From an optimization exercise on the open Yosys and OpenROAD flow, aimed at small area; shortcuts taken in it are not production practice. Function was checked by simulation only, so behaviour that the tests miss may differ from the original. Power is estimated from default activity; no workload was simulated. The clock port is modelled as an ideal driver; clocking choices that lean on that would not hold on a real chip.

## design/flow/flow/run.sh

```bash
#!/bin/bash
# Standard ORFS layout with two changes:
#  - synthesis maps with an area-oriented ABC script (flow/abc_speed.script);
#    everything else in the synthesis is the standard script, so the
#    registers keep their names and cell types;
#  - CTS without dummy loads and with larger sink clusters.
set -euo pipefail
W=$PWD
rm -rf "$W/scripts_mod"
cp -r "$FLOW_HOME/scripts" "$W/scripts_mod"
cp "$W/flow/abc_speed.script" "$W/scripts_mod/abc_speed.script"
bash standard.sh "SCRIPTS_DIR=$W/scripts_mod" synth > synth_flow.log 2>&1
CTS="-sink_clustering_enable -repair_clock_nets -dont_use_dummy_load -sink_clustering_size 30 -sink_clustering_max_diameter 100"
bash standard.sh "CTS_ARGS=$CTS" finish > layout_flow.log 2>&1
```

## design/flow/flow/abc_speed.script

```
&get -n
&st
&syn2
&dch
&nf -a -R 1000
&put
```

## design/flow/standard.sh

```bash
#!/bin/bash
# synth_recipe.tcl (not shown) runs the flow's synth.tcl, then flattens the netlist and writes it again
# the make line also repeats each setting of config.mk as NAME=value (left out here)
make -C /OpenROAD-flow-scripts/flow DESIGN_CONFIG=/design/flow/config.mk WORK_HOME=/design/flow/orfs CLKGATE_MAP_FILE= SYNTH_SCRIPT=/design/flow/synth_recipe.tcl "${@:-finish}"
```

## design/flow/config.mk

```make
export PLATFORM = sky130hd
export DESIGN_NAME = qcircuit_top
export DESIGN_NICKNAME = qcircuit_top
export VERILOG_FILES = /design/flow/design.v
export SDC_FILE = /design/flow/constraint.sdc
export NUM_CORES = 4
export LEC_CHECK = 0
export CAP_MARGIN = 20
export CORE_MARGIN = 2
export CORE_UTILIZATION = 40
export SETUP_SLACK_MARGIN = 0.3
export SLEW_MARGIN = 20
```

## design/flow/constraint.sdc

```tcl
create_clock -name core_clock -period 8.0 [get_ports {BTNC}]
set_input_delay 1.6000 -clock core_clock [delete_from_list [all_inputs] [get_ports {BTNC}]]
set_output_delay 1.6000 -clock core_clock [all_outputs]
set_load 0.01 [all_outputs]
```

## design/flow/design.v

```verilog
`default_nettype none
package qgate_pkg;
	typedef logic [4:0] tile_t;  
	typedef logic [8:0] prob_t;  
	localparam tile_t TILE_FIRST = 5'd1;
	localparam tile_t ROW_LEN = 5'd8;
	localparam tile_t GATE_LAST = 5'd16;
	localparam tile_t TILE_RUN = 5'd17;
	localparam tile_t TILE_CLEAR = 5'd18;
	typedef enum logic [1:0] {
		TK_GATE,
		TK_RUN,
		TK_CLEAR
	} tile_kind_t;
	typedef enum logic {
		Q_A,  
		Q_B
	} qubit_t;
	typedef enum logic {
		BUILDING,
		DONE
	} build_state_t;
	localparam int REG_ADDR_W = 5;
	localparam int DATA_W = 32;
	localparam logic [REG_ADDR_W-1:0] RUN_REG = 5'd6;
	localparam logic [DATA_W-1:0] RUN_CODE = 32'd999;
	localparam prob_t PROB_ZERO = 9'd0;
	localparam prob_t PROB_HALF = 9'd50;
	localparam prob_t PROB_FULL = 9'd100;
endpackage
`default_nettype wire
`default_nettype none
`timescale 1ns/1ns
module qcircuit_top #(
	parameter int NUM_SLOTS = 5,
	parameter int REG_COUNT = 32
) (
	input wire logic BTNC,
	input wire logic CPU_RESETN,
	input wire logic btn_r,
	input wire logic btn_l,
	input wire logic btn_u,
	input wire logic btn_d,
	input wire logic btn_select,
	input wire logic cpu_we,  
	input wire logic [4:0] cpu_waddr,
	input wire logic [31:0] cpu_wdata,
	input wire logic [4:0] cpu_raddr_a,
	input wire logic [4:0] cpu_raddr_b,
	output logic [4:0] cursor,
	output logic [3:0] gate_count,
	output logic [8:0] prob_a,
	output logic [8:0] prob_b,
	output logic done,
	output logic [15:0] led,
	output logic [31:0] rdata_a,
	output logic [31:0] rdata_b
);
	logic [4:0] cur;
	logic [4:0] cur_nxt;
	logic in_row1, in_row2;
	assign in_row1 = (cur >= 5'd1) && (cur <= 5'd8);
	assign in_row2 = (cur >= 5'd9) && (cur <= 5'd16);
	always_comb begin
		cur_nxt = cur;
		if (btn_r) begin
			if (cur == 5'd8) cur_nxt = 5'd1;
			else if (cur == 5'd16) cur_nxt = 5'd9;
			else if (cur == 5'd18) cur_nxt = 5'd17;
			else cur_nxt = cur + 5'd1;
		end else if (btn_l) begin
			if (cur == 5'd1) cur_nxt = 5'd8;
			else if (cur == 5'd9) cur_nxt = 5'd16;
			else if (cur == 5'd17) cur_nxt = 5'd18;
			else cur_nxt = cur - 5'd1;
		end else if (btn_u) begin
			if (cur == 5'd17) cur_nxt = 5'd10;
			else if (cur == 5'd18) cur_nxt = 5'd15;
			else if (in_row2) cur_nxt = cur - 5'd8;
		end else if (btn_d) begin
			if (in_row2) cur_nxt = (cur <= 5'd12) ? 5'd17 : 5'd18;
			else if (in_row1) cur_nxt = cur + 5'd8;
		end
	end
	always_ff @(posedge BTNC) begin
		if (!CPU_RESETN) cur <= 5'd1;
		else cur <= cur_nxt;
	end
	assign cursor = cur;
	logic [2:0] gcnt;
	logic done_r;
	logic pa_full, pa_half, pb_full, pb_half;
	logic bld_we;
	logic [4:0] tile_d;  
	logic is_run, is_clear;
	logic [4:0] tofs;
	logic sel_full, sel_half;
	assign is_run = (cur == 5'd17);
	assign is_clear = (cur == 5'd18);
	assign tofs = cur - 5'd1;
	assign sel_full = !tofs[1];  
	assign sel_half = tofs[1] & tofs[0];  
	always_ff @(posedge BTNC) begin
		if (!CPU_RESETN) begin
			gcnt <= 3'd0;
			done_r <= 1'b0;
			pa_full <= 1'b0;
			pa_half <= 1'b0;
			pb_full <= 1'b0;
			pb_half <= 1'b0;
			bld_we <= 1'b0;
		end else begin
			bld_we <= 1'b0;
			if (btn_select) begin
				if (is_clear) begin
					gcnt <= 3'd0;
					pa_full <= 1'b0;
					pa_half <= 1'b0;
					pb_full <= 1'b0;
					pb_half <= 1'b0;
				end else if (is_run) begin
					if (!done_r) begin
						done_r <= 1'b1;
						bld_we <= 1'b1;
					end
				end else if (!done_r && gcnt < 3'd5) begin
					gcnt <= gcnt + 3'd1;
					bld_we <= 1'b1;
					if (gcnt < 3'd2) begin
						if (!tofs[2]) begin
							pa_full <= sel_full;
							pa_half <= sel_half;
						end else begin
							pb_full <= sel_full;
							pb_half <= sel_half;
						end
					end
				end
			end
		end
	end
	always_ff @(posedge BTNC)
		tile_d <= cur;
	assign gate_count = {1'b0, gcnt};
	assign done = done_r;
	assign prob_a = {2'b00, pa_full, pa_full | pa_half, pa_half, 1'b0, pa_full, pa_half, 1'b0};
	assign prob_b = {2'b00, pb_full, pb_full | pb_half, pb_half, 1'b0, pb_full, pb_half, 1'b0};
	logic rf_we;
	logic [4:0] rf_waddr;
	logic [31:0] rf_wdata;
	logic [4:0] bld_waddr;
	logic [31:0] bld_wdata;
	assign bld_waddr = done_r ? 5'd6 : {2'b00, gcnt - 3'd1};
	assign bld_wdata = done_r ? 32'd999 : {27'd0, tile_d};
	assign rf_we = bld_we | cpu_we;
	assign rf_waddr = bld_we ? bld_waddr : cpu_waddr;
	assign rf_wdata = bld_we ? bld_wdata : cpu_wdata;
	logic [4:0] led_addr;
	logic [4:0] led_data;
	always_ff @(posedge BTNC) begin
		if (!CPU_RESETN) begin
			led_addr <= 5'd0;
			led_data <= 5'd0;
		end else if (rf_we) begin
			led_addr <= rf_waddr;
			led_data <= rf_wdata[4:0];
		end
	end
	assign led = {done_r, 5'b0, led_data, led_addr};
	logic [31:1] wen;
	logic [31:1] hold;
	logic [31:1] sel_a, sel_b;
	logic [31:0] regs [1:31];
	for (genvar i = 1; i < 32; i++) begin : g_reg
		assign wen[i] = CPU_RESETN && rf_we && (rf_waddr == 5'(i));
		assign hold[i] = CPU_RESETN && !((bld_we && (bld_waddr == 5'(i))) || (cpu_we && !bld_we && (cpu_waddr == 5'(i))));
		always_ff @(posedge BTNC)
			regs[i] <= ({32{wen[i]}} & rf_wdata) | ({32{hold[i]}} & regs[i]);
		assign sel_a[i] = (cpu_raddr_a == 5'(i));
		assign sel_b[i] = (cpu_raddr_b == 5'(i));
	end
	always_comb begin
		rdata_a = '0;
		rdata_b = '0;
		for (int i = 1; i < 32; i++) begin
			rdata_a = rdata_a | ({32{sel_a[i]}} & regs[i]);
			rdata_b = rdata_b | ({32{sel_b[i]}} & regs[i]);
		end
	end
endmodule
`default_nettype wire
```

==> results.txt, run 1 <==
The run finished with no timing, DRC or antenna violations. The tightest min-delay check is of the reg2reg type. The required time of the critical path came out at 6400 ps. The die covers 104700 um^2. In this run switching power makes up 29.18% of total power. The count of mapped cells out of synthesis is 3900. During placement, the flow inserted port buffers numbering 148. Along the worst path, the maximum fanout reaches 32.

The detailed-route wire length is 201700 um. The total number of vias came out at 42257. Counting flops with an async set or reset pin after synthesis yields a share of 0%. The area overhead of the layout relative to synthesis came out at 16.44%. The post-route standard cell area excluding fillers came out at 47550 um^2. The depth of the worst register-to-register path is 11. The standby leakage power is 16.54 nW. The aggregate global-route resource usage is 36.94%. After filler insertion, the fill cell instance count of the layout stands at 9600. Global routing finished with a remaining overflow of 0.

In this run the deepest clock path goes through 3 buffers. The relative slew slack is 15.95%. The number of max-capacitance violations reported came out at 0. The number of detailed-routing iterations run before antenna repair is 12. The worst setup path is of the in2out kind.

Timing would allow up to 0.1387 GHz. The data arrival at the endpoint of the critical path came out at 5610 ps. Of the total power, registers draw 58.6%.

The number of standard-cell rows in the floorplan is 117. Internal power comes to 0.006419 W. The worst setup path is launched from an input pin.

The net switching component of the power came out at 0.002646 W. The root buffer cell chosen for the clock tree is clkbuf_16. The final critical path time including I/O delays and setup came out at 7212 ps.

The total clock buffers created by CTS is 40. The slew at the pin closest to its max-slew limit came out at 1258 ps. The clock sink count is 1021. The top-level I/O count came out at 163. Hold repair after CTS inserted 0 buffers. The largest area contributor in the synthesized netlist is dfxtp_1. The final-report hold violation count was 0.

The clock network latency to the later pin of the worst-skew pair is 660 ps. The number of setup buffers added after CTS came out at 0. The total of flip-flops plus latches after synthesis is 1021. The clock transition time at the flip-flop clock pins of the worst setup and hold paths came out at 100 ps. Setup repair after global routing left no endpoint under its margin.

Dividing the detail-routed via count by the number of cells gives 7.520. The layout cell share with drive strength beyond 1 came out at 8.451%. The pin count of the biggest net entering global routing came out at 34. The mean instance size in the synthesized netlist came out at 10.47 um^2. The setup violation total in the final timing report came out at 0. By area the synthesized netlist is led by dfxtp_1, a22o_1, a222oi_1. The TritonCTS clock tree is built. The net total in the final layout came out at 4315.

The setup clock skew after layout is 52.98 ps. The cell area after placement came out at 46490 um^2. The detailed-placement wirelength estimate came out at 125300 um. The share of Yosys cell area claimed by the top area cell type came out at 50.05%. The starting density of the core is 40.25%. The Yosys step of the flow raised 2 warnings. The post-route setup TNS is 0 ps. The number of DRC markers in iteration 0 is 9224. The core utilization of the finished layout came out at 46.87%. Yosys mapped a number of flops with a built-in enable equal to 0. In this run the vertical extent of the chip is 323.5 um.

Combinational logic is responsible for 13.0% of the overall power. Dividing the detail-routed wire length by the instance count gives 35.89 um. The number of nets with antenna violations after routing came out at 0. In this run the power density over the cells is 190.6 nW/um^2. The post-cts repair resize count came out at 0. The worst-case IR drop observed on VDD is 141.3 uV. In the synthesized netlist the dominant register cell turns out to be dfxtp_1. The endpoint class of the critical path is a primary output. The part of the power in the clock network is 28.4%. The instance count along the most critical hold path is 0.

The netlist area before placement is 40840 um^2. The CTS H-tree depth is 2. In this run, placement finished with an instance count of 5574. The congestion estimate from routability-driven global placement came to 0.9545.

The initial antenna violation count is 3. The number of pins with negative max-slew slack in the final report came out at 0. The floorplan step set the die width to 323.5 um. After detailed routing, the number of remaining DRC violations is 0. The first global-routing pass estimated 284700 um of wire. The sequential share of the synthesized area is 50.05%. The via count of the first global-routing pass came out at 39146.

The standard cell core area came out at 101400 um^2. In the finished design, the share of the clock period the worst path needs comes to 90.15%. The count of cells in the finished layout, fillers not included, comes to 5619.

The count of distinct cell types in the synthesized netlist is 49.
## state kept, by name, indices dropped and copies added, names as in the netlist
signal and flops:
led_addr 5, cur 5, led_data 5, pb_half 1, tile_d 5, done_r 1, gcnt 3, regs 992
pa_full 1, pa_half 1, bld_we 1, pb_full 1
## worst max-delay path: stages
cell and delay (ps):
clkdlybuf4s50_1 640, nand2b_1 720, nor2_4 380, a221oi_1 680
nand4_1 210, a2111oi_0 440, nand4_1 320, clkdlybuf4s50_1 580
## per-layer routing
metal / vias up / part of all wire (%) / wire [um] / track usage (%)
met4: 0 / 8.5 / 17200 / 27.19
met2: 3840 / 41 / 82520 / 52.93
met1: 20481 / 37 / 75430 / 47.87
met3: 737 / 13 / 26520 / 9.421
li1: 17199 / - / - / -
met5: - / 0 / 0 / 0.2315
## cell type report
class                           count  area (um^2)  area share, %
Inverter                           14        52.55         0.1105
Clock buffer                       40         1001          2.105
Antenna cell                        3        7.507        0.01579
Timing Repair Buffer              318         3038          6.389
Tap cell                         1368         1712          3.600
Multi-Input combinational cell   2855        21300          44.79
Sequential cell                  1021        20440          42.99
## path summary, 6_finish.rpt
path	from	end	slack [ps]
hold reg to reg	cur[1]	tile_d[1]	480
setup reg to reg	gcnt[0]	regs[9][29]	4260
setup / recovery	cpu_raddr_a[1]	rdata_a[15]	790
hold / removal	cur[1]	tile_d[1]	480
## synth_stat cells, types with 11 or more instances
master / n
dfxtp_1: 1021
a221o_1: 11
or3_1: 16
clkinv_1: 14
or4_1: 25
nor2_1: 143
nand3_1: 90
and4_1: 11
nand4_1: 132
a22oi_1: 345
a22o_1: 906
a211oi_1: 13
nand2_1: 377
a221oi_1: 58
a21oi_1: 78
o21ai_0: 191
a222oi_1: 285
nor2b_1: 34
nor3_1: 31
buf_4: 23
nand2b_1: 12
## cells in the final DEF, fill, tap and decap left out, drive strengths merged, types with 40 or more instances in the layout
cell type      netlist  routed
a222oi             285     285
clkbuf               0      40
o21ai              191     191
nand2              377     377
a22o               906     906
nor2               143     143
a22oi              345     345
a21oi               78      78
buf                 23     170
dfxtp             1021    1021
a221oi              58      58
clkdlybuf4s50        0     148
nand4              132     132
nand3               90      90
## stage by stage
stage | hold WS, ps | setup slack [ps] | power, W
floorplan | 438.2 | 1412 | 0.005900
global placement | 456.7 | 995.6 | 0.006543
detailed placement | 465.8 | 835.2 | 0.006551
CTS | 486.7 | 838.2 | 0.008993
global route | 496.0 | 711.5 | 0.009255
finish | 479.8 | 788.0 | 0.009065
## power groups by stage
stage	sequential [W]	combinational, W	clock [W]
final	0.00531	0.00118	0.00257
after global routing	0.00533	0.00121	0.00271
after detailed placement	0.00542	0.00113	0
after floorplan	0.00540	0.000504	0
after global placement	0.00542	0.00112	0
after CTS	0.00531	0.00114	0.00255
## logic make-up (layout without fill, tap and decap cells)
group | Yosys count | in the layout | synth area share [%]
compound gates | 1921 | 1921 | 38.45
flops | 1021 | 1021 | 50.05
simple gates | 904 | 904 | 10.49
buf+inv | 37 | 372 | 0.5515
fa+ha+maj | 10 | 10 | 0.3064
xor+xnor | 3 | 3 | 0.06435
mux | 3 | 3 | 0.07660
other cells | 1 | 17 | 0.009183
==> inputs of run 2 (changes only) <==
==> design/flow/flow/run.sh (replaced) <==
#!/bin/bash
# Standard ORFS layout with two changes:
#  - synthesis maps with an area-oriented ABC script (flow/abc_speed.script);
#    everything else in the synthesis is the standard script, so the
#    registers keep their names and cell types;
#  - CTS without dummy loads and with larger sink clusters;
#  - port buffers start as buf_1 (the resizer may still upsize them).
set -euo pipefail
W=$PWD
rm -rf "$W/scripts_mod"
cp -r "$FLOW_HOME/scripts" "$W/scripts_mod"
cp "$W/flow/abc_speed.script" "$W/scripts_mod/abc_speed.script"
bash standard.sh "SCRIPTS_DIR=$W/scripts_mod" synth > synth_flow.log 2>&1
CTS="-sink_clustering_enable -repair_clock_nets -dont_use_dummy_load -sink_clustering_size 20 -sink_clustering_max_diameter 50"
bash standard.sh "CTS_ARGS=$CTS" "BUFFER_PORTS_ARGS=-buffer_cell sky130_fd_sc_hd__buf_1" finish > layout_flow.log 2>&1
--- a/design/flow/config.mk
+++ b/design/flow/config.mk
@@ -7,6 +7,7 @@
 export LEC_CHECK = 0
-export CAP_MARGIN = 20
+export CAP_MARGIN = 10
 export CORE_MARGIN = 2
-export CORE_UTILIZATION = 40
+export CORE_UTILIZATION = 30
+export PLACE_DENSITY = 0.45
 export SETUP_SLACK_MARGIN = 0.3
-export SLEW_MARGIN = 20
+export SLEW_MARGIN = 10
==> results.txt, run 2 <==
The final critical path time including I/O delays and setup came out at 6731 ps (was 7212 ps). The part of the power in the clock network came to 42.1% (was 28.4%). The post-cts repair resize count is 0 (unchanged).

The clock transition time at the flip-flop clock pins of the worst setup and hold paths came out at 50 ps (was 100 ps). The largest area contributor in the synthesized netlist is dfxtp_1 (unchanged). The kind of start point of the critical path is an input pin (unchanged). The total of flip-flops plus latches after synthesis came out at 1021 (unchanged). The share of Yosys cell area claimed by the top area cell type is 50.05% (unchanged).

The count of distinct cell types in the synthesized netlist is 49 (unchanged). The worst vdd rail ir drop is 175.8 uV (was 141.3 uV). The most used standard cell by instance count after synthesis is dfxtp_1 (unchanged).

Highest-count cells in the layout ignoring fill and taps: dfxtp_1, a22o_1, nand2_1 (unchanged). The top achievable clock speed was 0.1486 GHz (was 0.1387 GHz). The flip-flop count of the largest register after layout is 992 (unchanged). The standard cell core area came out at 135300 um^2 (was 101400 um^2). The layout cell share with drive strength beyond 1 came out at 10.47% (was 8.451%). The net total in the final layout came out at 4413 (was 4315).

The die extent in y came out at 373.0 um (was 323.5 um). Setup repair after global routing missed its margin: false (unchanged). The fraction of the mapped netlist area in adder cells came out at 0.3064% (unchanged). The detailed-placement wirelength estimate came out at 139300 um (was 125300 um).

The area fraction in compound gates after synthesis came out at 38.45% (unchanged). The routed via count divided by cell count came out at 6.950 (was 7.520). The data arrival at the endpoint of the critical path is 5130 ps (was 5610 ps).

The post-route setup TNS came out at 0 ps (unchanged). The full die area is 139100 um^2 (was 104700 um^2). The combinational family with the most area after synthesis is compound AO/OA/AOI/OAI gates (unchanged).

The mux contribution to synthesized area is 0.07660% (unchanged). The TritonCTS clock tree was built (unchanged). The total clock buffers created by CTS came to 121 (was 40). The number of synthesized flops with an enable pin is 0 (unchanged). The kind of critical path is in2out (unchanged).

The number of nets with antenna violations after routing came out at 0 (unchanged). The instance count along the most critical hold path is 2 (was 0). Top post-synthesis cells by count: dfxtp_1, a22o_1, nand2_1 (unchanged). The mean instance size in the synthesized netlist came out at 10.47 um^2 (unchanged). The CTS H-tree depth came out at 3 (was 2).

The clock sink count was 1021 (unchanged). The count of mapped cells out of synthesis is 3900 (unchanged). The dominant synthesized flop cell was dfxtp_1 (unchanged). The initial antenna violation count is 4 (was 3). The final-report hold violation count came out at 0 (unchanged). The slew at the pin closest to its max-slew limit is 1225 ps (was 1258 ps). The core utilization of the finished layout is 36.26% (was 46.87%).

The area overhead of the layout relative to synthesis is 20.14% (was 16.44%). The aggregate global-route resource usage came out at 31.56% (was 36.94%). The required time of the critical path is 6400 ps (about the same). The total power per unit cell area came out at 228.2 nW/um^2 (was 190.6 nW/um^2). The sequential share of the synthesized area is 50.05% (unchanged). The number of standard-cell rows in the floorplan is 135 (was 117). The fraction of synthesized cell area in xor and xnor cells is 0.06434% (unchanged). The number of pins with negative max-slew slack in the final report came out at 0 (unchanged). The top-level I/O count is 163 (unchanged).

The relative slew slack came to 18.12% (was 15.95%). The minimum setup slack after placement came out at 1455 ps (was 835.2 ps). The number of DRC markers in iteration 0 is 9188 (was 9224).

The total congestion overflow is 0 (unchanged). The simple-gate area share of the yosys netlist came to 10.49% (unchanged). The count of port buffers added during placement is 148 (unchanged). The clock network latency to the later pin of the worst-skew pair came out at 740 ps (was 660 ps). The net switching component of the power came to 0.003127 W (was 0.002646 W). The count of warnings emitted by yosys is 2 (unchanged). The total of hold buffers inserted after clock tree synthesis came to 0 (unchanged). The power share of the combinational group came to 10.4% (was 13.0%).

The post-route fraction of the period consumed by the critical path is 84.14% (was 90.15%). The number of detailed-routing iterations run before antenna repair came to 13 (was 12). The remaining routing DRC violations is 0 (unchanged). The endpoint class of the critical path was a primary output (unchanged). The setup clock skew after layout was 49.25 ps (was 52.98 ps).

The setup violation total in the final timing report is 0 (unchanged). The via count of the first global-routing pass is 39708 (was 39146). Outcome: timing/DRC/antenna clean (unchanged). The leading cell type in the layout, fill and taps excluded was dfxtp_1 (unchanged). The wire length of the first global-routing pass is 317700 um (was 284700 um). The die extent in x is 373.0 um (was 323.5 um). The pin count of the biggest net entering global routing is 51 (was 34).

The internal portion of total power is 0.008068 W (was 0.006419 W). The netlist area before placement was 40840 um^2 (unchanged). The biggest fanout along the worst timing path is 14 (was 32).

The total number of vias is 42608 (was 42257). The top register by number of flip-flops is regs (unchanged). The largest buffer count on any clock path came out at 3 (unchanged).

The starting density of the core came out at 30.18% (was 40.25%). The standby leakage power came out at 17.20 nW (was 16.54 nW). The class of the worst hold path is reg2reg (unchanged). The number of max-capacitance violations reported is 0 (unchanged).

The final weighted congestion of routability-driven global placement came out at 0.9105 (was 0.9545). Ranking of synthesized cells by area: dfxtp_1, a22o_1, a222oi_1 (unchanged). The depth of the worst register-to-register path was 10 (was 11).

The switching portion of total power came to 27.93% (was 29.18%). The number of setup buffers added after CTS is 0 (unchanged). The share of total power in sequential cells came out at 47.5% (was 58.6%). The share of synthesized flip-flops with an asynchronous set or reset is 0% (unchanged). The final setup slack of the worst path came out at 1269 ps (was 788.0 ps). The detailed-route wire length came out at 230500 um (was 201700 um). The final routed wire length divided by cell count is 37.59 um (was 35.89 um).

The clock root buffer master is clkbuf_16 (unchanged).
run 2: changes by cell type in the layout (fill, tap and decap cells not counted), sizes merged:
cell,before,now
buf,170,335
clkdlybuf4s50,148,0
clkbuf,40,121
diode,3,4
run 2: through the flow:
stage	instance area, um^2	hold WS, ps	instances	total power, W
after floorplan	40890	438.2	3913	0.005900
after global placement	46030	458.1	6006	0.006552
after detailed placement	46030	470.4	6006	0.006548
after CTS	49050	481.8	6127	0.01120
after global routing	49050	500.8	6127	0.01146
final	49060	479.4	6131	0.01119
run 2: area by class of cell:
class	count	area [um^2]
sequential	1021	20440
timing repair buffer	335	2034
fill	13548	86240
tap	1781	2228
inverter	14	52.55
antenna	4	10.01
clock buffer	121	3028
multi-input combinational	2855	21270
run 2: cell families (layout without fill, tap and decap cells):
family | Yosys count | after routing
buffers and inverters | 37 | 470
muxes | 3 | 3
adders and majority gates | 10 | 10
other | 1 | 18
and+or+nand+nor | 904 | 904
xor gates and xnor gates | 3 | 3
AOI/OAI and AO/OA | 1921 | 1921
DFF | 1021 | 1021
run 2: worst paths after layout:
path	startpoint	end	slack [ps]
worst min-delay path	regs[27][0]	regs[27][0]	480
worst max register to register	gcnt[0]	regs[9][22]	3960
worst max-delay path	cpu_raddr_b[3]	rdata_b[1]	1270
worst min register to register	regs[27][0]	regs[27][0]	480
run 2: power by group through the flow:
stage / logic [W] / registers (W) / clock network, W
floorplan: 0.000504 / 0.00540 / 0
global placement: 0.00113 / 0.00542 / 0
detailed placement: 0.00113 / 0.00542 / 0
CTS: 0.00113 / 0.00531 / 0.00475
global route: 0.00120 / 0.00533 / 0.00493
finish: 0.00116 / 0.00532 / 0.00472
run 2: routing by layer:
metal,track usage (%),wire [um],up-vias
met3,7.175,26570,611
met2,46.06,96590,3521
li1,-,-,17437
met5,0,36,-
met1,42.16,91440,21035
met4,19.17,15850,4
run 2: critical path: stages:
cell      delay [ps]
buf_1            330
nand2b_1         700
nor2_4           280
buf_4            280
a22oi_1          260
nand3_1          120
a211oi_1         930
nand4_1          370
buf_1            230
==> inputs of run 3 (changes only) <==
--- a/design/flow/design.v
+++ b/design/flow/design.v
@@ -181,9 +181,21 @@
 	end
+	logic [31:0] ga [0:10];
+	logic [31:0] gb [0:10];
+	logic [31:0] ta [0:31];
+	logic [31:0] tb [0:31];
 	always_comb begin
-		rdata_a = '0;
-		rdata_b = '0;
+		ta[0] = '0;
+		tb[0] = '0;
 		for (int i = 1; i < 32; i++) begin
-			rdata_a = rdata_a | ({32{sel_a[i]}} & regs[i]);
-			rdata_b = rdata_b | ({32{sel_b[i]}} & regs[i]);
-		end
+			ta[i] = {32{sel_a[i]}} & regs[i];
+			tb[i] = {32{sel_b[i]}} & regs[i];
+		end
+		for (int g = 0; g < 10; g++) begin
+			ga[g] = ta[3*g+1] | ta[3*g+2] | ta[3*g+3];
+			gb[g] = tb[3*g+1] | tb[3*g+2] | tb[3*g+3];
+		end
+		ga[10] = ta[31];
+		gb[10] = tb[31];
+		rdata_a = (ga[0] | ga[1] | ga[2] | ga[3]) | (ga[4] | ga[5] | ga[6] | ga[7]) | (ga[8] | ga[9] | ga[10]);
+		rdata_b = (gb[0] | gb[1] | gb[2] | gb[3]) | (gb[4] | gb[5] | gb[6] | gb[7]) | (gb[8] | gb[9] | gb[10]);
 	end
--- a/design/flow/flow/run.sh
+++ b/design/flow/flow/run.sh
@@ -2,3 +2,4 @@
 # Standard ORFS layout with two changes:
-#  - synthesis maps with an area-oriented ABC script (flow/abc_speed.script);
+#  - synthesis maps with an area-oriented ABC script (flow/abc_speed.script)
+#    that keeps the RTL structure;
 #    everything else in the synthesis is the standard script, so the
==> design/flow/flow/abc_speed.script (replaced) <==
&get -n
&st
&nf -a -R 1000
&put
==> results.txt, run 3 <==
The top register by number of flip-flops is regs (unchanged). The relative slew slack is 13.49% (was 18.12%). The top-level I/O count came out at 163 (unchanged). The number of synthesized flops with an enable pin is 0 (unchanged).

The total power per unit cell area is 228.2 nW/um^2 (about the same). The most used standard cell by instance count after synthesis is nand2_1 (was dfxtp_1). The count of port buffers added during placement came to 148 (unchanged). The detailed-placement wirelength estimate came out at 127900 um (was 139300 um).

The startpoint of the worst register-to-register path is gcnt[0] (unchanged). The layout cell share with drive strength beyond 1 came out at 8.187% (was 10.47%). The setup violation total in the final timing report came to 0 (unchanged). The total power after layout is 0.01082 W (was 0.01119 W). The mean instance size in the synthesized netlist is 8.996 um^2 (was 10.47 um^2). The endpoint class of the critical path is a primary output (unchanged). The pin count of the biggest net entering global routing is 39 (was 51).

The share of Yosys cell area claimed by the top area cell type is 51.26% (was 50.05%). The count of warnings emitted by yosys came out at 6 (was 2). Setup repair after global routing missed its margin: false (unchanged). The dominant synthesized flop cell is dfxtp_1 (unchanged). The share of synthesized flip-flops with an asynchronous set or reset is 0% (unchanged).

The full die area was 135800 um^2 (was 139100 um^2). Ranking of synthesized cells by area: dfxtp_1, a222oi_1, o21ai_0 (was dfxtp_1, a22o_1, a222oi_1). Top post-synthesis cells by count: nand2_1, dfxtp_1, o21ai_0 (was dfxtp_1, a22o_1, nand2_1).

The clock root buffer master is clkbuf_16 (unchanged). The number of nets with antenna violations after routing came out at 0 (unchanged). The routed via count divided by cell count is 6.508 (was 6.950). The core utilization of the finished layout is 36.01% (was 36.26%).

The clock sink count came out at 1021 (unchanged). The end of the worst register-to-register path is regs[1][1] (was regs[9][22]). The total clock buffers created by CTS is 119 (was 121). The initial antenna violation count is 23 (was 4). The final weighted congestion of routability-driven global placement came to 0.8821 (was 0.9105). The data arrival at the endpoint of the critical path is 5030 ps (was 5130 ps).

The number of max-capacitance violations reported came out at 0 (unchanged). The clock transition time at the flip-flop clock pins of the worst setup and hold paths was 50 ps (about the same). The total congestion overflow is 0 (unchanged).

The number of standard-cell rows in the floorplan came to 133 (was 135). The number of DRC markers in iteration 0 came out at 9718 (was 9188). The count of distinct cell types in the synthesized netlist is 42 (was 49). The count of mapped cells out of synthesis is 4432 (was 3900).

The detailed-route wire length came to 224300 um (was 230500 um). The setup clock skew after layout came out at 79.43 ps (was 49.25 ps). The required time of the critical path came out at 6400 ps (about the same). The largest area contributor in the synthesized netlist is dfxtp_1 (unchanged). The class of the worst hold path is reg2reg (unchanged). The capturing instance or port of the critical path is rdata_b[5] (was rdata_b[1]). The flip-flop count of the largest register after layout came out at 992 (unchanged). The largest buffer count on any clock path is 3 (unchanged).

The wire length of the first global-routing pass is 309400 um (was 317700 um). The total number of vias is 42885 (was 42608). The final non-filler cell total came to 6590 (was 6131). The kind of start point of the critical path is an input pin (unchanged). The biggest fanout along the worst timing path is 32 (was 14). The post-cts repair resize count is 0 (unchanged).

The worst vdd rail ir drop came out at 175.1 uV (was 175.8 uV). The final critical path time including I/O delays and setup came out at 6634 ps (was 6731 ps). The final routed wire length divided by cell count was 34.04 um (was 37.59 um).

The number of pins with negative max-slew slack in the final report is 0 (unchanged). The netlist area before placement came out at 39870 um^2 (was 40840 um^2). The number of setup buffers added after CTS came out at 0 (unchanged).

The number of detailed-routing iterations run before antenna repair is 15 (was 13). The top achievable clock speed is 0.1507 GHz (was 0.1486 GHz). The depth of the worst register-to-register path is 11 (was 10). The post-route fraction of the period consumed by the critical path is 82.92% (was 84.14%). The standard cell core area is 131600 um^2 (was 135300 um^2). The worst-case hold slack came to 477.9 ps (was 479.4 ps). The die extent in y came to 368.6 um (was 373.0 um). The standby leakage power came out at 15.16 nW (was 17.20 nW). The kind of critical path was in2out (unchanged). The leading cell type in the layout, fill and taps excluded is nand2_1 (was dfxtp_1). The sequential share of the synthesized area is 51.26% (was 50.05%).

The slack of the worst reg-to-reg path came out at 3830 ps (was 3960 ps). The post-route setup TNS came out at 0 ps (unchanged). The CTS H-tree depth came out at 3 (unchanged). Highest-count cells in the layout ignoring fill and taps: nand2_1, dfxtp_1, o21ai_0 (was dfxtp_1, a22o_1, nand2_1). The clock network latency to the later pin of the worst-skew pair came to 780 ps (was 740 ps). The die extent in x came to 368.6 um (was 373.0 um). The net total in the final layout is 4892 (was 4413). The total of hold buffers inserted after clock tree synthesis came to 0 (unchanged).

The via count of the first global-routing pass came to 40167 (was 39708). The TritonCTS clock tree is built (unchanged). The remaining routing DRC violations is 0 (unchanged).

The worst setup path startpoint is cpu_raddr_b[4] (was cpu_raddr_b[3]). Outcome: timing/DRC/antenna clean (unchanged). The starting density of the core is 30.29% (was 30.18%). The area overhead of the layout relative to synthesis is 18.89% (was 20.14%). The final-report hold violation count is 0 (unchanged).

The number of cells after detailed placement is 6461 (was 6006). The total of flip-flops plus latches after synthesis came out at 1021 (unchanged). The slew at the pin closest to its max-slew limit came out at 1296 ps (was 1225 ps).

The aggregate global-route resource usage came out at 31.74% (was 31.56%).
==> run 3: changes by cell type after synthesis, moves of 61 or more <==
cell / change
a222oi_1: +355
o21ai_0: +818
nand4_1: +79
a22oi_1: -345
nand3_1: -61
a22o_1: -906
nand2_1: +725
==> run 3: power breakdown <==
part	internal [W]	switching, W	total [W]
Clock	0.00257	0.00209	0.00466
Sequential	0.00516	0.0000781	0.00524
Combinational	0.000167	0.000747	0.000915
==> run 3: cell type report <==
class | instances | area, um^2
multi-input cells | 3388 | 20080
diodes | 10 | 25.02
repair buffers | 284 | 1628
well taps | 1755 | 2196
inverters | 13 | 50.05
clock buffers | 119 | 2978
fillers | 13647 | 84230
flip-flops and latches | 1021 | 20440
==> run 3: kinds of logic after synthesis <==
group | share of synthesized area, %
xor gates and xnor gates | 0.1757
buffers and inverters | 0.5555
DFF | 51.26
adders and majority gates | 0.3138
and+or+nand+nor | 17.45
muxes | 0.2542
other | 0.009405
AOI/OAI and AO/OA | 29.98
==> run 3: worst min-delay path by stage <==
stage                   end  slack [ps]         start  cells past startpoint
2_1_floorplan   regs[12][0]         440   regs[12][0]                      2
3_3_place_gp    regs[3][17]         450   regs[3][17]                      2
3_5_place_dp   regs[31][26]         460  regs[31][26]                      2
4_1_cts        regs[31][26]         480  regs[31][26]                      2
5_1_grt        regs[12][27]         490  regs[12][27]                      2
6_report       regs[25][10]         480  regs[25][10]                      2
==> run 3: per-stage QoR <==
step | setup WS [ps] | cell area [um^2]
floorplan | 2230 | 39920
global placement | 1604 | 44400
detailed placement | 1577 | 44400
CTS | 1558 | 47380
global route | 1269 | 47380
finish | 1366 | 47400
==> run 3: worst max-delay path, stage by stage <==
cell and delay, ps:
buf_1 80, buf_4 280, clkinv_1 480, and3_2 750, a222oi_1 480, nand4_1 590
nor2_1 390, nand4_1 150, buf_1 200
==> run 3: layer usage <==
layer / track usage [%] / wire [um] / vias up
li1: - / - / 18474
met1: 40.70 / 88020 / 20974
met2: 48.59 / 97360 / 2848
met3: 8.253 / 26320 / 579
met4: 17.17 / 12430 / 10
met5: 0 / 174 / -
==> inputs of run 4 (changes only) <==
--- a/design/flow/flow/run.sh
+++ b/design/flow/flow/run.sh
@@ -14,3 +14,3 @@
 bash standard.sh "SCRIPTS_DIR=$W/scripts_mod" synth > synth_flow.log 2>&1
-CTS="-sink_clustering_enable -repair_clock_nets -dont_use_dummy_load -sink_clustering_size 20 -sink_clustering_max_diameter 50"
+CTS="-sink_clustering_enable -repair_clock_nets -dont_use_dummy_load -sink_clustering_size 30 -sink_clustering_max_diameter 80"
 bash standard.sh "CTS_ARGS=$CTS" "BUFFER_PORTS_ARGS=-buffer_cell sky130_fd_sc_hd__buf_1" finish > layout_flow.log 2>&1
--- a/design/flow/config.mk
+++ b/design/flow/config.mk
@@ -9,4 +9,3 @@
 export CORE_MARGIN = 2
-export CORE_UTILIZATION = 30
-export PLACE_DENSITY = 0.45
+export CORE_UTILIZATION = 40
 export SETUP_SLACK_MARGIN = 0.3
==> results.txt, run 4 <==
The number of nets with antenna violations after routing came out at 0 (unchanged). The required time of the critical path is 6400 ps (about the same). Ranking of synthesized cells by area: dfxtp_1, a222oi_1, o21ai_0 (unchanged). Highest-count cells in the layout ignoring fill and taps: nand2_1, dfxtp_1, o21ai_0 (unchanged).

The number of filler instances in the final layout was 9829 (was 13647). The number of standard-cell rows in the floorplan came to 115 (was 133). The switching portion of total power came out at 27.66% (was 26.97%). The remaining routing DRC violations came out at 0 (unchanged). The count of port buffers added during placement came out at 148 (unchanged). The worst vdd rail ir drop was 159.6 uV (was 175.1 uV). The slew at the pin closest to its max-slew limit came out at 1249 ps (was 1296 ps). The total of hold buffers inserted after clock tree synthesis is 0 (unchanged). Top post-synthesis cells by count: nand2_1, dfxtp_1, o21ai_0 (unchanged). The routed via count divided by cell count is 7.076 (was 6.508). The largest buffer count on any clock path came out at 3 (unchanged). The standby leakage power is 14.31 nW (was 15.16 nW). The netlist area before placement is 39870 um^2 (unchanged).

The top register by number of flip-flops is regs (unchanged). The dominant synthesized flop cell is dfxtp_1 (unchanged). The die extent in y came out at 319.7 um (was 368.6 um).

The post-cts repair resize count is 0 (unchanged). The part of the power in the clock network is 31.1% (was 43.1%). The power share of the combinational group is 9.8% (was 8.5%). The number of max-capacitance violations reported came out at 0 (unchanged). The number of pins with negative max-slew slack in the final report came to 0 (unchanged). The net total in the final layout came out at 4828 (was 4892).

The die extent in x came out at 319.7 um (was 368.6 um). The share of total power in sequential cells came out at 59.1% (was 48.5%). The net switching component of the power was 0.002448 W (was 0.002917 W).

The detailed-route wire length came to 194900 um (was 224300 um). The number of setup buffers added after CTS came out at 0 (unchanged). The starting density of the core came out at 40.45% (was 30.29%).

The detailed-placement wirelength estimate came to 109300 um (was 127900 um). The post-route fraction of the period consumed by the critical path is 83.61% (was 82.92%). The area overhead of the layout relative to synthesis was 12.76% (was 18.89%). The leading cell type in the layout, fill and taps excluded is nand2_1 (unchanged).

The clock sink count is 1021 (unchanged). The setup clock skew after layout was 55.76 ps (was 79.43 ps). The standard cell core area came to 98560 um^2 (was 131600 um^2). The kind of critical path is in2out (unchanged). The largest area contributor in the synthesized netlist is dfxtp_1 (unchanged).

The sequential share of the synthesized area came out at 51.26% (unchanged). The count of distinct cell types in the synthesized netlist is 42 (unchanged). The layout cell share with drive strength beyond 1 is 6.280% (was 8.187%). The count of mapped cells out of synthesis came out at 4432 (unchanged). The final critical path time including I/O delays and setup came out at 6689 ps (was 6634 ps). The count of warnings emitted by yosys is 6 (unchanged). The clock root buffer master is clkbuf_16 (unchanged). The top-level I/O count is 163 (unchanged). The aggregate global-route resource usage came out at 36.57% (was 31.74%). The total number of vias is 42852 (was 42885). The share of synthesized flip-flops with an asynchronous set or reset is 0% (unchanged). Outcome: timing/DRC/antenna clean (unchanged).

The internal portion of total power came out at 0.006403 W (was 0.007901 W). The setup violation total in the final timing report came out at 0 (unchanged). The pin count of the biggest net entering global routing is 43 (was 39). The wire length of the first global-routing pass is 278000 um (was 309400 um). The most used standard cell by instance count after synthesis is nand2_1 (unchanged). Setup repair after global routing missed its margin: false (unchanged).

The endpoint class of the critical path is a primary output (unchanged). The clock transition time at the flip-flop clock pins of the worst setup and hold paths is 70 ps (was 50 ps). The share of Yosys cell area claimed by the top area cell type is 51.26% (unchanged). The number of detailed-routing iterations run before antenna repair came out at 14 (was 15). The number of DRC markers in iteration 0 came out at 10954 (was 9718). The final routed wire length divided by cell count is 32.19 um (was 34.04 um). The peak per-stage delay on the critical path came out at 780 ps (was 750 ps).

The biggest fanout along the worst timing path is 32 (unchanged). The total power after layout is 0.008850 W (was 0.01082 W). The class of the worst hold path is reg2reg (unchanged). The total clock buffers created by CTS came out at 48 (was 119). The flip-flop count of the largest register after layout is 992 (unchanged). The mean instance size in the synthesized netlist came out at 8.996 um^2 (unchanged). The number of synthesized flops with an enable pin came to 0 (unchanged). The CTS H-tree depth came out at 2 (was 3). The relative slew slack was 16.50% (was 13.49%). The TritonCTS clock tree was built (unchanged).

The post-route setup TNS is 0 ps (unchanged). Cell Chain, Critical Path: buf_1 > buf_4 > clkinv_1 > and3_2 > a222oi_1 > nand4_1 > nor2_1 > nand4_1 > buf_1 (unchanged). The total congestion overflow is 0 (unchanged). The full die area came to 102200 um^2 (was 135800 um^2). The total of flip-flops plus latches after synthesis came to 1021 (unchanged). The final-report hold violation count came out at 0 (unchanged).

The total power per unit cell area is 196.9 nW/um^2 (was 228.2 nW/um^2). The data arrival at the endpoint of the critical path was 5090 ps (was 5030 ps). The final weighted congestion of routability-driven global placement was 0.8928 (was 0.8821). The kind of start point of the critical path was an input pin (unchanged). The initial antenna violation count came out at 11 (was 23).

The clock network latency to the later pin of the worst-skew pair came out at 700 ps (was 780 ps). The critical path's slowest cell is and3_2 (unchanged). The top achievable clock speed is 0.1495 GHz (was 0.1507 GHz). The via count of the first global-routing pass is 39895 (was 40167).
run 4: worst paths after layout:
| check | startpoint | to | slack [ps] | cells past startpoint |
|---|---|---|---|---|
| max | cpu_raddr_a[4] | rdata_a[19] | 1310 | 9 |
| min | regs[13][8] | regs[13][8] | 480 | 2 |
| max reg2reg | gcnt[0] | regs[21][18] | 4050 | 8 |
| min reg2reg | regs[13][8] | regs[13][8] | 480 | 2 |
run 4: per-layer routing:
metal  vias up  track usage (%)  part of all wire (%)
met4        16            22.33                   7.1
met5         -           0.3310                  0.12
li1      18311                -                     -
met2      3279            52.47                    41
met3       666            11.61                    14
met1     20580            47.63                    38
run 4: cell type report:
class	count	area (um^2)	share of cell area, %
Antenna cell	8	20.02	0.04453
Sequential cell	1021	20440	45.46
Timing Repair Buffer	291	1658	3.687
Clock buffer	48	1201	2.672
Inverter	13	50.05	0.1113
Tap cell	1287	1610	3.582
Multi-Input combinational cell	3388	19980	44.44
run 4: metrics by stage:
stage | utilization, % | setup WS [ps] | instances | area (um^2) | hold slack [ps]
after floorplan | - | 2230 | 4445 | 39920 | 444.6
after global placement | 44.33 | 1624 | 5998 | 43700 | 453.1
after detailed placement | 44.33 | 1642 | 5998 | 43700 | 464.3
after CTS | 45.55 | 1609 | 6046 | 44900 | 483.8
after global routing | 45.60 | 1338 | 6050 | 44940 | 497.7
final | 45.61 | 1311 | 6056 | 44960 | 481.7
run 4: cells by family after synthesis:
group	Yosys count	synth area share (%)
buffers and inverters	36	0.5555
AO/OA/AOI/OAI	1726	29.98
XOR/XNOR	8	0.1757
other	1	0.009405
multiplexers	10	0.2542
flip-flops	1021	51.26
AND/OR/NAND/NOR	1620	17.45
adder cells (fa/ha/maj)	10	0.3138
run 4: critical path, delay by kind of cell:
kind / cells / cell delay (ps)
buffers and inverters: 4 / 1040
AND/OR/NAND/NOR: 4 / 1930
AO/OA/AOI/OAI: 1 / 500
run 4: power by group through the flow:
stage | Sequential (W) | Clock, W | Combinational [W]
after CTS | 0.00523 | 0.00276 | 0.000824
after global placement | 0.00534 | 0 | 0.000816
after detailed placement | 0.00535 | 0 | 0.000822
after global routing | 0.00524 | 0.00292 | 0.000889
final | 0.00523 | 0.00275 | 0.000864
after floorplan | 0.00533 | 0 | 0.000390
==> inputs of run 5 (changes only) <==
--- a/design/flow/config.mk
+++ b/design/flow/config.mk
@@ -7,3 +7,3 @@
 export LEC_CHECK = 0
-export CAP_MARGIN = 10
+export CAP_MARGIN = 0
 export CORE_MARGIN = 2
@@ -11,2 +11,2 @@
 export SETUP_SLACK_MARGIN = 0.3
-export SLEW_MARGIN = 10
+export SLEW_MARGIN = 0
==> results.txt, run 5 <==
The kind of critical path is in2out (unchanged). The die extent in y came out at 319.7 um (unchanged). The sequential standard cell area came out at 20440 um^2 (unchanged). The post-cts repair resize count came out at 0 (unchanged). The net switching component of the power was 0.002449 W (was 0.002448 W). The flip-flop count of the largest register after layout came out at 992 (unchanged). The pin count of the biggest net entering global routing is 43 (unchanged). The leading cell type in the layout, fill and taps excluded is nand2_1 (unchanged). The post-route setup TNS is 0 ps (unchanged).

The cell area after placement came out at 43700 um^2 (unchanged). The most used standard cell by instance count after synthesis is nand2_1 (unchanged). The clock network latency to the later pin of the worst-skew pair is 700 ps (about the same). The total number of vias was 43003 (was 42852).

The number of nets with antenna violations after routing was 0 (unchanged). The share of Yosys cell area claimed by the top area cell type came to 51.26% (unchanged). The simple-gate area share of the yosys netlist came to 17.45% (unchanged).

The class of the worst hold path was reg2reg (unchanged). The number of detailed-routing iterations run before antenna repair came out at 11 (was 14). The power share of the combinational group is 9.7% (was 9.8%).

The setup clock skew after layout is 55.15 ps (was 55.76 ps). The global routing met1 resource utilization is 47.63% (unchanged). The total congestion overflow is 0 (unchanged). The starting density of the core is 40.45% (unchanged). The top-level I/O count was 163 (unchanged). The post-route standard cell area excluding fillers is 44920 um^2 (was 44960 um^2).

The post-route fraction of the period consumed by the critical path is 84.07% (was 83.61%). The combinational family with the most area after synthesis was compound AO/OA/AOI/OAI gates (unchanged). The clock root buffer master was clkbuf_16 (unchanged). The clock transition time at the flip-flop clock pins of the worst setup and hold paths is 100 ps (was 70 ps). Outcome: timing/DRC/antenna clean (unchanged). The routed via count divided by cell count came out at 7.102 (was 7.076). The relative slew slack is 12.70% (was 16.50%). The fraction of the mapped netlist area in adder cells came out at 0.3138% (unchanged). The top achievable clock speed came out at 0.1487 GHz (was 0.1495 GHz). The initial antenna violation count is 11 (unchanged).

The share of synthesized flip-flops with an asynchronous set or reset came out at 0% (unchanged). The detailed-route wire length is 195000 um (was 194900 um). The critical path's top delay family was simple AND/OR/NAND/NOR gates (unchanged).

The area taken by multi-input logic gates came out at 19980 um^2 (unchanged). The kind of start point of the critical path is an input pin (unchanged). The number of pins with negative max-slew slack in the final report is 0 (unchanged). The full die area is 102200 um^2 (unchanged). Setup repair after global routing missed its margin: false (unchanged). The mux contribution to synthesized area is 0.2542% (unchanged). The detailed-placement wirelength estimate is 109300 um (unchanged).

The netlist area before placement came to 39870 um^2 (unchanged). Cell Chain, Critical Path: buf_1 > buf_4 > clkinv_1 > and3_2 > a222oi_1 > nand4_1 > nor2_1 > nand4_1 > buf_1 (unchanged). The count of port buffers added during placement came out at 148 (unchanged). The mean instance size in the synthesized netlist is 8.996 um^2 (unchanged). The internal portion of total power came to 0.006400 W (was 0.006403 W). The worst vdd rail ir drop came out at 159.9 uV (was 159.6 uV). The part of the power in the clock network came out at 31.1% (about the same). Ranking of synthesized cells by area: dfxtp_1, a222oi_1, o21ai_0 (unchanged). The slew at the pin closest to its max-slew limit is 1306 ps (was 1249 ps).

The data arrival at the endpoint of the critical path is 5130 ps (was 5090 ps). The count of warnings emitted by yosys is 6 (unchanged). The layer with the highest usage is met2 (unchanged). The peak per-stage delay on the critical path came to 770 ps (was 780 ps). The setup violation total in the final timing report came out at 0 (unchanged). The standard cell core area was 98560 um^2 (unchanged). The die extent in x came out at 319.7 um (unchanged). The largest area contributor in the synthesized netlist is dfxtp_1 (unchanged). The standby leakage power is 14.29 nW (was 14.31 nW).

The count of mapped cells out of synthesis was 4432 (unchanged). The switching portion of total power is 27.67% (was 27.66%). The area fraction in compound gates after synthesis is 29.98% (unchanged). The required time of the critical path came out at 6400 ps (about the same). The number of DRC markers in iteration 0 is 10859 (was 10954).

The share of total power in sequential cells came out at 59.2% (was 59.1%). The number of standard-cell rows in the floorplan came out at 115 (unchanged). The final routed wire length divided by cell count came out at 32.20 um (was 32.19 um). The final weighted congestion of routability-driven global placement was 0.8928 (unchanged). The layout cell share with drive strength beyond 1 is 6.241% (was 6.280%). The number of synthesized flops with an enable pin is 0 (unchanged). The via count of the first global-routing pass was 39895 (unchanged). The endpoint class of the critical path is a primary output (unchanged). The wire length of the first global-routing pass came to 278000 um (unchanged). The worst path buffer plus inverter count came to 4 (unchanged). The total power per unit cell area came to 197.0 nW/um^2 (was 196.9 nW/um^2). The top register by number of flip-flops was regs (unchanged).

The met2 track demand over resource in global routing is 52.47% (unchanged). The total of flip-flops plus latches after synthesis came out at 1021 (unchanged). The slack of the worst reg-to-reg path is 3990 ps (was 4050 ps).

Highest-count cells in the layout ignoring fill and taps: nand2_1, dfxtp_1, o21ai_0 (unchanged). The net total in the final layout is 4826 (was 4828). The final critical path time including I/O delays and setup came out at 6725 ps (was 6689 ps). The met3 global-route usage came out at 11.61% (unchanged). The number of max-capacitance violations reported is 0 (unchanged). The final-report hold violation count was 0 (unchanged). The largest buffer count on any clock path came out at 3 (unchanged). The area overhead of the layout relative to synthesis came out at 12.66% (was 12.76%). The CTS H-tree depth is 2 (unchanged). The dominant synthesized flop cell is dfxtp_1 (unchanged). The number of filler instances in the final layout came out at 9829 (unchanged).

The aggregate global-route resource usage is 36.57% (unchanged). The count of distinct cell types in the synthesized netlist was 42 (unchanged). The total of hold buffers inserted after clock tree synthesis is 0 (unchanged). The fraction of synthesized cell area in xor and xnor cells is 0.1757% (unchanged).

The biggest fanout along the worst timing path was 32 (unchanged). The sequential share of the synthesized area is 51.26% (unchanged). The clock sink count is 1021 (unchanged). The TritonCTS clock tree is built (unchanged). Top post-synthesis cells by count: nand2_1, dfxtp_1, o21ai_0 (unchanged). The total clock buffers created by CTS came out at 48 (unchanged). The remaining routing DRC violations came out at 0 (unchanged).

The critical path's slowest cell is and3_2 (unchanged). The number of setup buffers added after CTS is 0 (unchanged).
## run 5: cell count changes in the layout (fill, tap and decap cells not counted)
| cell | previous run | this run |
|---|---|---|
| buf_8 | 1 | 0 |
| buf_16 | 1 | 0 |
| diode_2 | 8 | 9 |
## run 5: layout make-up
| type | instances | share of cell area (%) |
|---|---|---|
| diodes | 9 | 0.05014 |
| clock buffers | 48 | 2.674 |
| inverters | 13 | 0.1114 |
| multi-input cells | 3388 | 44.48 |
| flip-flops and latches | 1021 | 45.50 |
| well taps | 1287 | 3.585 |
| repair buffers | 289 | 3.596 |
## run 5: cells by family (layout without fill, tap and decap cells)
logic type / after synthesis / count (layout)
compound gates: 1726 / 1726
mux: 10 / 10
flops: 1021 / 1021
other cells: 1 / 23
buf+inv: 36 / 350
fa+ha+maj: 10 / 10
xor+xnor: 8 / 8
simple gates: 1620 / 1620
## run 5: path summary, 6_finish.rpt
path / start / endpoint / cells after the start
setup / recovery: cpu_raddr_a[4] / rdata_a[19] / 9
hold / removal: regs[28][4] / regs[28][4] / 2
setup reg to reg: gcnt[0] / regs[21][24] / 8
hold reg to reg: regs[28][4] / regs[28][4] / 2
## run 5: worst register-to-register path: stages (launching register included)
cell      delay [ps]
dfxtp_1          600
clkinv_1         170
ha_1             370
nand2b_1         110
mux2i_1          640
nand2_1          290
nor2_1           240
nand3_2          840
o21ai_0          610
## run 5: through the flow
stage	setup WS (ps)	power [W]	std cells	utilization, %	hold slack, ps
floorplan	2230	0.005719	4445	-	444.6
global placement	1624	0.006160	5998	44.33	453.1
detailed placement	1642	0.006169	5998	44.33	464.3
CTS	1609	0.008814	6046	45.55	483.8
global route	1338	0.009053	6048	45.56	497.7
finish	1275	0.008848	6055	45.57	483.1
## run 5: per-layer routing
layer | vias to the layer above | wire length [um]
met5 | - | 100
met1 | 20715 | 74420
met2 | 3312 | 80090
met4 | 12 | 13050
met3 | 651 | 27330
li1 | 18313 | -
## run 5: power groups by stage
stage / Sequential, W / Clock [W] / Combinational, W
final: 0.00523 / 0.00275 / 0.000860
after global routing: 0.00524 / 0.00292 / 0.000886
after CTS: 0.00523 / 0.00276 / 0.000824
after detailed placement: 0.00535 / 0 / 0.000822
after global placement: 0.00534 / 0 / 0.000816
after floorplan: 0.00533 / 0 / 0.000390
==> inputs of run 6 (changes only) <==
--- a/design/flow/flow/run.sh
+++ b/design/flow/flow/run.sh
@@ -7,3 +7,5 @@
 #  - CTS without dummy loads and with larger sink clusters;
-#  - port buffers start as buf_1 (the resizer may still upsize them).
+#  - port buffers start as buf_1 (the resizer may still upsize them);
+#  - after global routing, gates off the critical paths are downsized
+#    (RECOVER_POWER).
 set -euo pipefail
@@ -15,2 +17,2 @@
 CTS="-sink_clustering_enable -repair_clock_nets -dont_use_dummy_load -sink_clustering_size 30 -sink_clustering_max_diameter 80"
-bash standard.sh "CTS_ARGS=$CTS" "BUFFER_PORTS_ARGS=-buffer_cell sky130_fd_sc_hd__buf_1" finish > layout_flow.log 2>&1
+bash standard.sh "CTS_ARGS=$CTS" "BUFFER_PORTS_ARGS=-buffer_cell sky130_fd_sc_hd__buf_1" "RECOVER_POWER=100" finish > layout_flow.log 2>&1
--- a/design/flow/config.mk
+++ b/design/flow/config.mk
@@ -7,3 +7,3 @@
 export LEC_CHECK = 0
-export CAP_MARGIN = 0
+export CAP_MARGIN = 10
 export CORE_MARGIN = 2
@@ -11,2 +11,2 @@
 export SETUP_SLACK_MARGIN = 0.3
-export SLEW_MARGIN = 0
+export SLEW_MARGIN = 10
==> results.txt, run 6 <==
The full die area came out at 102200 um^2 (unchanged). The number of nets with antenna violations after routing was 0 (unchanged). The count of distinct cell types in the synthesized netlist came to 42 (unchanged). The count of warnings emitted by yosys came out at 6 (unchanged). The wire length of the first global-routing pass is 278000 um (unchanged). The post-route setup TNS came out at 0 ps (unchanged). The critical path's slowest cell was and3_1 (was and3_2). The violated checks flagged are max-capacitance violations, max-slew violations. The share of synthesized flip-flops with an asynchronous set or reset came to 0% (unchanged). The starting density of the core is 40.45% (unchanged). The final routed wire length divided by cell count came out at 32.16 um (was 32.20 um). The top register by number of flip-flops was regs (unchanged).

The largest buffer count on any clock path came out at 3 (unchanged). The number of detailed-routing iterations run before antenna repair came out at 12 (was 11). The data arrival at the endpoint of the critical path came out at 5740 ps (was 5130 ps). The post-route fraction of the period consumed by the critical path came out at 91.70% (was 84.07%). The number of standard-cell rows in the floorplan is 115 (unchanged).

The CTS H-tree depth is 2 (unchanged). The part of the power in the clock network is 31.2% (was 31.1%). The final-report hold violation count came out at 0 (unchanged). Setup repair after global routing missed its margin: false (unchanged). The biggest fanout along the worst timing path came to 32 (unchanged).

The layer with the highest usage is met2 (unchanged). The global routing met1 resource utilization came out at 47.63% (unchanged). The setup clock skew after layout is 59.60 ps (was 55.15 ps).

The number of cells after detailed placement came out at 5998 (unchanged). Highest-count cells in the layout ignoring fill and taps: nand2_1, dfxtp_1, o21ai_0 (unchanged). The leading cell type in the layout, fill and taps excluded was nand2_1 (unchanged).

The routed via count divided by cell count is 7.093 (was 7.102). The total of flip-flops plus latches after synthesis came to 1021 (unchanged). The worst path buffer plus inverter count is 4 (unchanged). The TritonCTS clock tree is built (unchanged).

The net switching component of the power came out at 0.002450 W (was 0.002449 W). The required time of the critical path is 6400 ps (about the same). The peak per-stage delay on the critical path came to 1120 ps (was 770 ps). The relative slew slack is -92.66% (was 12.70%). Outcome: finished with violations (was timing/DRC/antenna clean).

The final critical path time including I/O delays and setup came to 7336 ps (was 6725 ps). The cell area after placement is 43700 um^2 (unchanged). The count of port buffers added during placement came to 148 (unchanged). The share of Yosys cell area claimed by the top area cell type came out at 51.26% (unchanged). The netlist area before placement is 39870 um^2 (unchanged). The worst vdd rail ir drop came to 160.4 uV (was 159.9 uV). The kind of start point of the critical path was an input pin (unchanged). The total number of vias is 42976 (was 43003). The total power per unit cell area came out at 197.5 nW/um^2 (was 197.0 nW/um^2). The pin count of the biggest net entering global routing is 43 (unchanged). The final non-filler cell total is 6059 (was 6055). The flip-flop count of the largest register after layout was 992 (unchanged). The initial antenna violation count is 11 (unchanged). The final weighted congestion of routability-driven global placement is 0.8928 (unchanged).

The count of mapped cells out of synthesis came to 4432 (unchanged). The internal portion of total power is 0.006398 W (was 0.006400 W). The endpoint class of the critical path is a primary output (unchanged). The met2 track demand over resource in global routing came out at 52.47% (unchanged). The top-level I/O count is 163 (unchanged).

Cell Chain, Critical Path: buf_1 > buf_4 > clkinv_1 > and3_1 > a222oi_1 > nand4_1 > nor2_1 > nand4_1 > buf_1 (was buf_1 > buf_4 > clkinv_1 > and3_2 > a222oi_1 > nand4_1 > nor2_1 > nand4_1 > buf_1). The aggregate global-route resource usage is 36.57% (unchanged). The total congestion overflow came out at 0 (unchanged). The met3 global-route usage is 11.61% (unchanged). The area taken by multi-input logic gates came out at 19960 um^2 (was 19980 um^2). The detailed-route wire length is 194900 um (was 195000 um).

The final setup slack of the worst path is 664.3 ps (was 1275 ps). The share of total power in sequential cells came out at 59.2% (about the same). The setup violation total in the final timing report is 0 (unchanged).

The clock network latency to the later pin of the worst-skew pair came out at 700 ps (about the same). The via count of the first global-routing pass is 39895 (unchanged). The die extent in x came out at 319.7 um (unchanged). The area overhead of the layout relative to synthesis came out at 12.36% (was 12.66%). The switching portion of total power came out at 27.69% (was 27.67%). The standby leakage power is 14.19 nW (was 14.29 nW). The mean instance size in the synthesized netlist was 8.996 um^2 (unchanged).

The clock transition time at the flip-flop clock pins of the worst setup and hold paths is 70 ps (was 100 ps). The sequential standard cell area came to 20440 um^2 (unchanged). The sequential share of the synthesized area was 51.26% (unchanged). The largest area contributor in the synthesized netlist is dfxtp_1 (unchanged). The standard cell core area is 98560 um^2 (unchanged). The number of filler instances in the final layout came out at 9855 (was 9829). The kind of critical path is in2out (unchanged). The layout cell share with drive strength beyond 1 is 5.377% (was 6.241%). The post-route standard cell area excluding fillers is 44800 um^2 (was 44920 um^2).

The number of setup buffers added after CTS is 0 (unchanged). The clock sink count was 1021 (unchanged). The number of DRC markers in iteration 0 came to 10890 (was 10859). The die extent in y is 319.7 um (unchanged). The number of pins with negative max-slew slack in the final report came out at 1270 (was 0). The top achievable clock speed is 0.1363 GHz (was 0.1487 GHz).

The detailed-placement wirelength estimate came to 109300 um (unchanged). The number of synthesized flops with an enable pin is 0 (unchanged). The total of hold buffers inserted after clock tree synthesis came out at 0 (unchanged). The total clock buffers created by CTS was 48 (unchanged). The dominant synthesized flop cell is dfxtp_1 (unchanged). The slew at the pin closest to its max-slew limit is 2890 ps (was 1306 ps). The number of max-capacitance violations reported came out at 38 (was 0). The critical path's top delay family is simple AND/OR/NAND/NOR gates (unchanged).

The power share of the combinational group is 9.7% (about the same). The most used standard cell by instance count after synthesis is nand2_1 (unchanged). The clock root buffer master is clkbuf_16 (unchanged). The remaining routing DRC violations came out at 0 (unchanged). The class of the worst hold path is reg2reg (unchanged). The post-cts repair resize count is 0 (unchanged). The minimum setup slack after placement came out at 1642 ps (unchanged). Top post-synthesis cells by count: nand2_1, dfxtp_1, o21ai_0 (unchanged). Ranking of synthesized cells by area: dfxtp_1, a222oi_1, o21ai_0 (unchanged).

The net total in the final layout is 4828 (was 4826).
==> run 6: routing by layer <==
metal / wire length (um) / vias to the layer above
li1: - / 18314
met1: 74790 / 20662
met2: 79570 / 3296
met3: 26800 / 688
met4: 13520 / 16
met5: 199 / -
==> run 6: worst register-to-register path, cell delays in order, from the launching register on <==
cell and delay [ps]:
dfxtp_1 300, clkbuf_1 490, clkinv_1 140, clkbuf_1 1580, nand2_1 630, nand2b_1 380, nor3_1 110, nand3_2 130
clkbuf_1 1950, o21ai_0 340
==> run 6: cell type report <==
| cell class | instances | area share [%] |
|---|---|---|
| sequential | 1021 | 45.62 |
| tap | 1287 | 3.594 |
| clock buffer | 48 | 2.681 |
| multi-input combinational | 3388 | 44.55 |
| inverter | 13 | 0.1117 |
| antenna | 11 | 0.06144 |
| timing repair buffer | 291 | 3.374 |
==> run 6: cells by family after synthesis <==
logic type | Yosys count | synth area share (%)
AO/OA/AOI/OAI | 1726 | 29.98
AND/OR/NAND/NOR | 1620 | 17.45
flip-flops | 1021 | 51.26
buffers and inverters | 36 | 0.5555
adder cells (fa/ha/maj) | 10 | 0.3138
multiplexers | 10 | 0.2542
XOR/XNOR | 8 | 0.1757
other | 1 | 0.009405
==> run 6: final timing paths <==
kind	start	to	slack (ps)	cells past startpoint
max	cpu_raddr_a[4]	rdata_a[19]	660	9
min	regs[13][8]	regs[13][8]	480	2
max reg2reg	bld_we	regs[23][31]	1730	9
min reg2reg	regs[13][8]	regs[13][8]	480	2
==> run 6: stage by stage <==
| step | power (W) | hold WS (ps) | utilization (%) |
|---|---|---|---|
| finish | 0.008849 | 483.6 | 45.45 |
| global route | 0.009051 | 497.7 | 45.44 |
| CTS | 0.008814 | 483.8 | 45.55 |
| detailed placement | 0.006169 | 464.3 | 44.33 |
| global placement | 0.006160 | 453.1 | 44.33 |
| floorplan | 0.005719 | 444.6 | - |
==> run 6: power by group through the flow <==
stage          logic (W)  registers, W  clock network [W]
2_1_floorplan   0.000390       0.00533                  0
3_3_place_gp    0.000816       0.00534                  0
3_5_place_dp    0.000822       0.00535                  0
4_1_cts         0.000824       0.00523            0.00276
5_1_grt         0.000884       0.00524            0.00292
6_report        0.000858       0.00523            0.00276

## what the ideal ports hide
No port has a modelled driver above. Below, the same layouts with a new extraction and two added sets of constraints.
Step 1 sets driving cells, clkbuf_16 on the clock port and buf_2 on the other inputs (assumed; they add their load-dependent delay and slew).
Step 2 also shifts input and output timing later by t, the mid clock arrival at the registers, as if the neighbouring blocks saw the same clock.
a / b / c = no drivers / after step 1 / after step 2; a / b = the first two.
run	t, ns	setup WS [ns]	hold WS [ns]
run 1	0.705	0.788 / 0.757 / 0.757	0.480 / 0.480 / 0.480
run 2	0.795	1.269 / 1.241 / 1.241	0.479 / 0.479 / 0.479
run 3	0.818	1.366 / 1.342 / 1.342	0.478 / 0.478 / 0.478
run 4	0.724	1.311 / 1.269 / 1.269	0.482 / 0.482 / 0.482
run 5	0.723	1.275 / 1.235 / 1.235	0.483 / 0.483 / 0.483
run 6	0.725	0.664 / 0.624 / 0.624	0.484 / 0.484 / 0.484
The setup slack of run 4, which loses most, moves by -0.042 ns with the drivers and by -0.042 ns with both steps.
